What follows belongs to an exercise in optimizing a design on an open flow for small area; a production flow would make more cautious choices. Where RTL was checked, it was by simulation tests only, not by an equivalence proof against the original. Power and IR drop assume default switching activity.

## fifo_ctl_top
module fifo_ctl_top
(
    input  logic        clk,
    input  logic        rst,
    input  logic [63:0] i_rx_data,           
    input  logic        i_rx_valid,
    output logic [31:0] o_tx_data,
    output logic [1:0]  o_tx_tag,            
    output logic [1:0]  o_tx_ctx,
    output logic        o_tx_valid,
    input  logic        i_tx_ready
);
==> flow/config.mk <==
export PLATFORM = sky130hd
export DESIGN_NAME = fifo_ctl_top
export DESIGN_NICKNAME = fifo_ctl_top
export VERILOG_FILES = /design/flow/design.v
export SDC_FILE = /design/flow/constraint.sdc
export NUM_CORES = 4
export LEC_CHECK = 0
export CAP_MARGIN = 0
export CORE_MARGIN = 2
export CORE_UTILIZATION = 55
export CTS_BUF_LIST = sky130_fd_sc_hd__clkbuf_16
export CTS_CLUSTER_DIAMETER = 100
export CTS_CLUSTER_SIZE = 30
export SLEW_MARGIN = 0
==> flow/constraint.sdc <==
create_clock -name core_clock -period 4.0 [get_ports {clk}]
set_input_delay 0.8000 -clock core_clock [delete_from_list [all_inputs] [get_ports {clk}]]
set_output_delay 0.8000 -clock core_clock [all_outputs]
set_load 0.01 [all_outputs]
run.sh (not shown) runs the stock make flow with config.mk's settings and CLKGATE_MAP_FILE= SYNTH_SCRIPT=/design/flow/synth_recipe.tcl, a recipe that flattens the netlist after the stock synthesis.
The first run completed without violations.
==> next run, changes <==
--- a/flow/design.v
+++ b/flow/design.v
@@ -168,16 +168,16 @@
     logic [31:0] resp_word;
     always_comb
     begin
         loop_head = '0;
         resp_head = '0;
         for (int i = 0; i < 16; i++)
         begin
-            loop_head = loop_head | ({34{loop_ne && loop_rp == 4'(i)}} & loop_mem[i]);
-            resp_head = resp_head | ({20{!loop_ne && resp_rp == 4'(i)}} & resp_mem[i]);
+            loop_head = loop_head | ({34{loop_rp == 4'(i)}} & loop_mem[i]);
+            resp_head = resp_head | ({20{resp_rp == 4'(i)}} & resp_mem[i]);
         end
     end
     always_comb
     begin
         if (!resp_head[19])
             resp_word = {resp_head[15:0], ro_data(resp_head[16], resp_head[3:0])};
         else if (resp_head[18:16] == 3'd7)
@@ -191,16 +191,22 @@
         if (rst)
             o_tx_valid <= 1'b0;
         else if (load_ok)
             o_tx_valid <= loop_pop || resp_pop;
     end
     always_ff @(posedge clk)
     begin
-        if (loop_pop || resp_pop)
-        begin
-            o_tx_data <= loop_head[31:0] | resp_word;
+        if (loop_pop)
+        begin
+            o_tx_data <= loop_head[31:0];
             o_tx_ctx  <= loop_head[33:32];
-            tag_resp  <= !loop_ne;
+            tag_resp  <= 1'b0;
+        end
+        else if (resp_pop)
+        begin
+            o_tx_data <= resp_word;
+            o_tx_ctx  <= 2'b00;
+            tag_resp  <= 1'b1;
         end
     end
     assign o_tx_tag = {1'b1, tag_resp};
 endmodule
After rerunning: Global-route usage decreases by 0.47 points. Sequential power is about the same. Area after synthesis increases by about 0.8%. Register-to-register slack gains 0.03 ns. Core utilization falls by 0.92 points. Non-clock buffer count came out lower by 6. Via count goes up by 2.7%. Power grows by about 2%. Combinational power increases by about 18%. Clock-buffer cell count falls by 3. Clock skew stays flat. Wire length barely changes.


The RTL this note starts from:
==> flow/design.v <==
`timescale 1ns/100ps
module fifo_ctl_top
(
    input  logic        clk,
    input  logic        rst,
    input  logic [63:0] i_rx_data,           
    input  logic        i_rx_valid,
    output logic [31:0] o_tx_data,
    output logic [1:0]  o_tx_tag,            
    output logic [1:0]  o_tx_ctx,
    output logic        o_tx_valid,
    input  logic        i_tx_ready
);
    logic        magic_ok;
    logic        is_loop;
    logic        is_cmd;
    logic [15:0] cmd_addr;
    logic [15:0] cmd_mask;
    logic [15:0] cmd_value;
    logic [2:0]  off;
    logic        rw_hit;
    logic        do_read;
    logic        do_write;
    assign magic_ok  = i_rx_valid && (i_rx_data[7:0] == 8'h77);
    assign is_loop   = magic_ok && (i_rx_data[9:8] == 2'b10);
    assign is_cmd    = magic_ok && (i_rx_data[9:8] == 2'b11);
    assign cmd_addr  = i_rx_data[31:16];
    assign cmd_mask  = {i_rx_data[39:32], i_rx_data[47:40]};
    assign cmd_value = {i_rx_data[55:48], i_rx_data[63:56]};
    assign off       = cmd_addr[2:0];
    assign rw_hit    = cmd_addr[15] && (cmd_addr[14:3] == 12'd0) && (off != 3'd7);
    assign do_read   = is_cmd && i_rx_data[12];
    assign do_write  = is_cmd && i_rx_data[13] && rw_hit;
    logic [7:0]  rw_b [0:7];
    logic [15:0] send_count;
    logic        send_en;
    logic        do_count;
    logic        resp_afull;
    assign send_count = {rw_b[5], rw_b[4]};
    assign send_en    = rw_b[2][0];
    assign do_count   = !do_read && !do_write && !resp_afull && send_en &&
                        (send_count != 16'h0000);
    logic [15:0] count_dec;
    assign count_dec = send_count - 16'd1;
    always_ff @(posedge clk)
    begin
        for (int b = 0; b < 8; b++)
            for (int j = 0; j < 8; j++)
            begin
                if (rst)
                    rw_b[b][j] <= (b == 0) ? 1'((8'hcd >> j) & 1) :
                                  (b == 1) ? 1'((8'hef >> j) & 1) : 1'b0;
                else if (do_write && b < 7 && off == 3'(b) && cmd_mask[j])
                    rw_b[b][j] <= cmd_value[j];
                else if (do_write && b > 0 && off == 3'(b - 1) && cmd_mask[8 + j])
                    rw_b[b][j] <= cmd_value[8 + j];
                else if (do_count && (b == 4 || b == 5))
                    rw_b[b][j] <= count_dec[(b - 4) * 8 + j];
            end
    end
    logic [15:0] rw_rd;          
    logic [19:0] resp_in;
    always_comb
    begin
        rw_rd = 16'h0000;
        for (int b = 0; b < 7; b++)
            if (off == 3'(b))
                rw_rd = {rw_b[b], rw_b[b + 1]};
    end
    always_comb
    begin
        if (do_read)
            resp_in = rw_hit ? {1'b1, off, rw_rd} : {4'b0000, cmd_addr};
        else
            resp_in = {4'b1111, send_count};
    end
    function automatic logic [15:0] ro_data(input logic [15:0] a);
        logic [127:0] img;
        logic [7:0]   lo;
        logic [7:0]   hi;
        img = 128'hc0ffee01_0005_0201_00000010_0000_ab89;
        lo  = img[{a[3:0], 3'b000} +: 8];
        hi  = img[{a[3:0] + 4'd1, 3'b000} +: 8];
        if (a[15:4] == 12'd0 && a[3:0] != 4'hf)
            ro_data = {lo, hi};
        else
            ro_data = 16'h0000;
    endfunction
    logic [33:0] loop_mem [0:15];
    logic [19:0] resp_mem [0:15];
    logic [3:0]  loop_wp, loop_rp, resp_wp, resp_rp;
    logic [4:0]  loop_cnt, resp_cnt;         
    logic        loop_pend, resp_pend;       
    logic [4:0]  loop_cnt_nx, resp_cnt_nx;
    logic        loop_wr, resp_wr;
    logic        loop_pop, resp_pop;
    logic        load_ok;
    assign resp_afull = (resp_cnt >= 5'd12);
    assign load_ok  = !o_tx_valid || i_tx_ready;
    assign loop_pop = load_ok && (loop_cnt != 5'd0);
    assign resp_pop = load_ok && (loop_cnt == 5'd0) && (resp_cnt != 5'd0);
    assign loop_cnt_nx = loop_cnt + 5'(loop_pend) - 5'(loop_pop);
    assign resp_cnt_nx = resp_cnt + 5'(resp_pend) - 5'(resp_pop);
    assign loop_wr = !rst && is_loop && (loop_cnt_nx != 5'd16);
    assign resp_wr = !rst && (do_read || do_count) && (resp_cnt_nx != 5'd16);
    always_ff @(posedge clk)
    begin
        if (rst)
        begin
            loop_wp   <= '0;
            loop_rp   <= '0;
            loop_cnt  <= '0;
            loop_pend <= 1'b0;
            resp_wp   <= '0;
            resp_rp   <= '0;
            resp_cnt  <= '0;
            resp_pend <= 1'b0;
        end
        else
        begin
            loop_cnt  <= loop_cnt_nx;
            loop_pend <= loop_wr;
            resp_cnt  <= resp_cnt_nx;
            resp_pend <= resp_wr;
            if (loop_wr)
                loop_wp <= loop_wp + 4'd1;
            if (resp_wr)
                resp_wp <= resp_wp + 4'd1;
            if (loop_pop)
                loop_rp <= loop_rp + 4'd1;
            if (resp_pop)
                resp_rp <= resp_rp + 4'd1;
        end
    end
    always_ff @(posedge clk)
    begin
        if (loop_wr)
            loop_mem[loop_wp] <= {i_rx_data[11:10], i_rx_data[63:32]};
        if (resp_wr)
            resp_mem[resp_wp] <= resp_in;
    end
    logic [33:0] loop_head;
    logic [19:0] resp_head;
    logic [31:0] resp_word;
    assign loop_head = loop_mem[loop_rp];
    assign resp_head = resp_mem[resp_rp];
    always_comb
    begin
        if (!resp_head[19])
            resp_word = {resp_head[15:0], ro_data(resp_head[15:0])};
        else if (resp_head[18:16] == 3'd7)
            resp_word = {16'hfffe, resp_head[15:0]};
        else
            resp_word = {13'h1000, resp_head[18:16], resp_head[15:0]};
    end
    logic tag_resp;
    always_ff @(posedge clk)
    begin
        if (rst)
            o_tx_valid <= 1'b0;
        else if (load_ok)
            o_tx_valid <= loop_pop || resp_pop;
    end
    always_ff @(posedge clk)
    begin
        if (loop_pop)
        begin
            o_tx_data <= loop_head[31:0];
            o_tx_ctx  <= loop_head[33:32];
            tag_resp  <= 1'b0;
        end
        else if (resp_pop)
        begin
            o_tx_data <= resp_word;
            o_tx_ctx  <= 2'b00;
            tag_resp  <= 1'b1;
        end
    end
    assign o_tx_tag = {1'b1, tag_resp};
endmodule
Settings: LEC_CHECK=0, CAP_MARGIN=20, CORE_MARGIN=2, CORE_UTILIZATION=40, SLEW_MARGIN=20; clock period 4.0 ns.
Edit:
--- a/flow/design.v
+++ b/flow/design.v
@@ -89,41 +89,54 @@
     logic [33:0] loop_mem [0:15];
     logic [19:0] resp_mem [0:15];
     logic [3:0]  loop_wp, loop_rp, resp_wp, resp_rp;
     logic [4:0]  loop_cnt, resp_cnt;         
     logic        loop_pend, resp_pend;       
+    logic        loop_ne, resp_ne;           
+    logic        loop_full, resp_full;       
+    logic        resp_af;                    
     logic [4:0]  loop_cnt_nx, resp_cnt_nx;
     logic        loop_wr, resp_wr;
     logic        loop_pop, resp_pop;
     logic        load_ok;
-    assign resp_afull = (resp_cnt >= 5'd12);
+    assign resp_afull = resp_af;
     assign load_ok  = !o_tx_valid || i_tx_ready;
-    assign loop_pop = load_ok && (loop_cnt != 5'd0);
-    assign resp_pop = load_ok && (loop_cnt == 5'd0) && (resp_cnt != 5'd0);
+    assign loop_pop = load_ok && loop_ne;
+    assign resp_pop = load_ok && !loop_ne && resp_ne;
     assign loop_cnt_nx = loop_cnt + 5'(loop_pend) - 5'(loop_pop);
     assign resp_cnt_nx = resp_cnt + 5'(resp_pend) - 5'(resp_pop);
-    assign loop_wr = !rst && is_loop && (loop_cnt_nx != 5'd16);
-    assign resp_wr = !rst && (do_read || do_count) && (resp_cnt_nx != 5'd16);
+    assign loop_wr = !rst && is_loop && (!loop_full || loop_pop);
+    assign resp_wr = !rst && (do_read || do_count) && (!resp_full || resp_pop);
     always_ff @(posedge clk)
     begin
         if (rst)
         begin
             loop_wp   <= '0;
             loop_rp   <= '0;
             loop_cnt  <= '0;
             loop_pend <= 1'b0;
+            loop_ne   <= 1'b0;
+            loop_full <= 1'b0;
             resp_wp   <= '0;
             resp_rp   <= '0;
             resp_cnt  <= '0;
             resp_pend <= 1'b0;
+            resp_ne   <= 1'b0;
+            resp_full <= 1'b0;
+            resp_af   <= 1'b0;
         end
         else
         begin
             loop_cnt  <= loop_cnt_nx;
             loop_pend <= loop_wr;
+            loop_ne   <= (loop_cnt_nx != 5'd0);
+            loop_full <= (loop_cnt_nx + 5'(loop_wr) == 5'd16);
             resp_cnt  <= resp_cnt_nx;
             resp_pend <= resp_wr;
+            resp_ne   <= (resp_cnt_nx != 5'd0);
+            resp_full <= (resp_cnt_nx + 5'(resp_wr) == 5'd16);
+            resp_af   <= (resp_cnt_nx >= 5'd12);
             if (loop_wr)
                 loop_wp <= loop_wp + 4'd1;
             if (resp_wr)
                 resp_wp <= resp_wp + 4'd1;
             if (loop_pop)
@@ -140,12 +153,20 @@
             resp_mem[resp_wp] <= resp_in;
     end
     logic [33:0] loop_head;
     logic [19:0] resp_head;
     logic [31:0] resp_word;
-    assign loop_head = loop_mem[loop_rp];
-    assign resp_head = resp_mem[resp_rp];
+    always_comb
+    begin
+        loop_head = '0;
+        resp_head = '0;
+        for (int i = 0; i < 16; i++)
+        begin
+            loop_head = loop_head | ({34{loop_rp == 4'(i)}} & loop_mem[i]);
+            resp_head = resp_head | ({20{resp_rp == 4'(i)}} & resp_mem[i]);
+        end
+    end
     always_comb
     begin
         if (!resp_head[19])
             resp_word = {resp_head[15:0], ro_data(resp_head[15:0])};
         else if (resp_head[18:16] == 3'd7)
After rerunning: Wire length goes up by 16%. Register-to-register slack gets worse by 0.099 ns. Critical path depth is lower by 6. Flip-flop and latch count shrinks by 3. Synthesized area falls by 2.0%. Setup slack gets worse by 0.099 ns. Final area drops by 2.5%. Die area goes down by 2.0%. Hold slack stays flat. Final cell count climbs by 7.0%.
The RTL of the second run of this note was laid out without a check of its function.

-- static timing again, ports no longer ideal --
The results above use ideal ports. As a check the final layouts listed here were re-extracted and re-timed, cells and wires unchanged. Step 1 assumes that a clkbuf_16 drives the clock port and a buf_2 every other input. Step 2, shift: input delay + t, output delay - t, t = (earliest + latest rising clock arrival at the registers) / 2. This alone moves slack from input paths to output paths. Three values: ideal ports, drivers, drivers and shift; two values: the first two.
run	t (ns)	slack for setup (ns)	worst register clock-pin slew, ns	worst slew at a driven data input, ns
the first run of note 1	0.673	0.263 / 0.263 / -0.158	0.12 / 0.12	0.07
the second run of note 1	0.683	0.296 / 0.296 / 0.040	0.12 / 0.12	0.05
the first run of note 2	0.718	0.215 / 0.215 / -0.269	0.07 / 0.07	0.13
the second run of note 2	0.746	0.115 / 0.115 / -0.112	0.06 / 0.06	0.16
With both steps, setup timing fails in the first run of note 1, the first run of note 2 and the second run of note 2, where it was met with ideal ports. For the first run of note 2, which loses most, drivers alone change the setup slack by 0.000 ns; drivers and shift together by -0.484 ns.
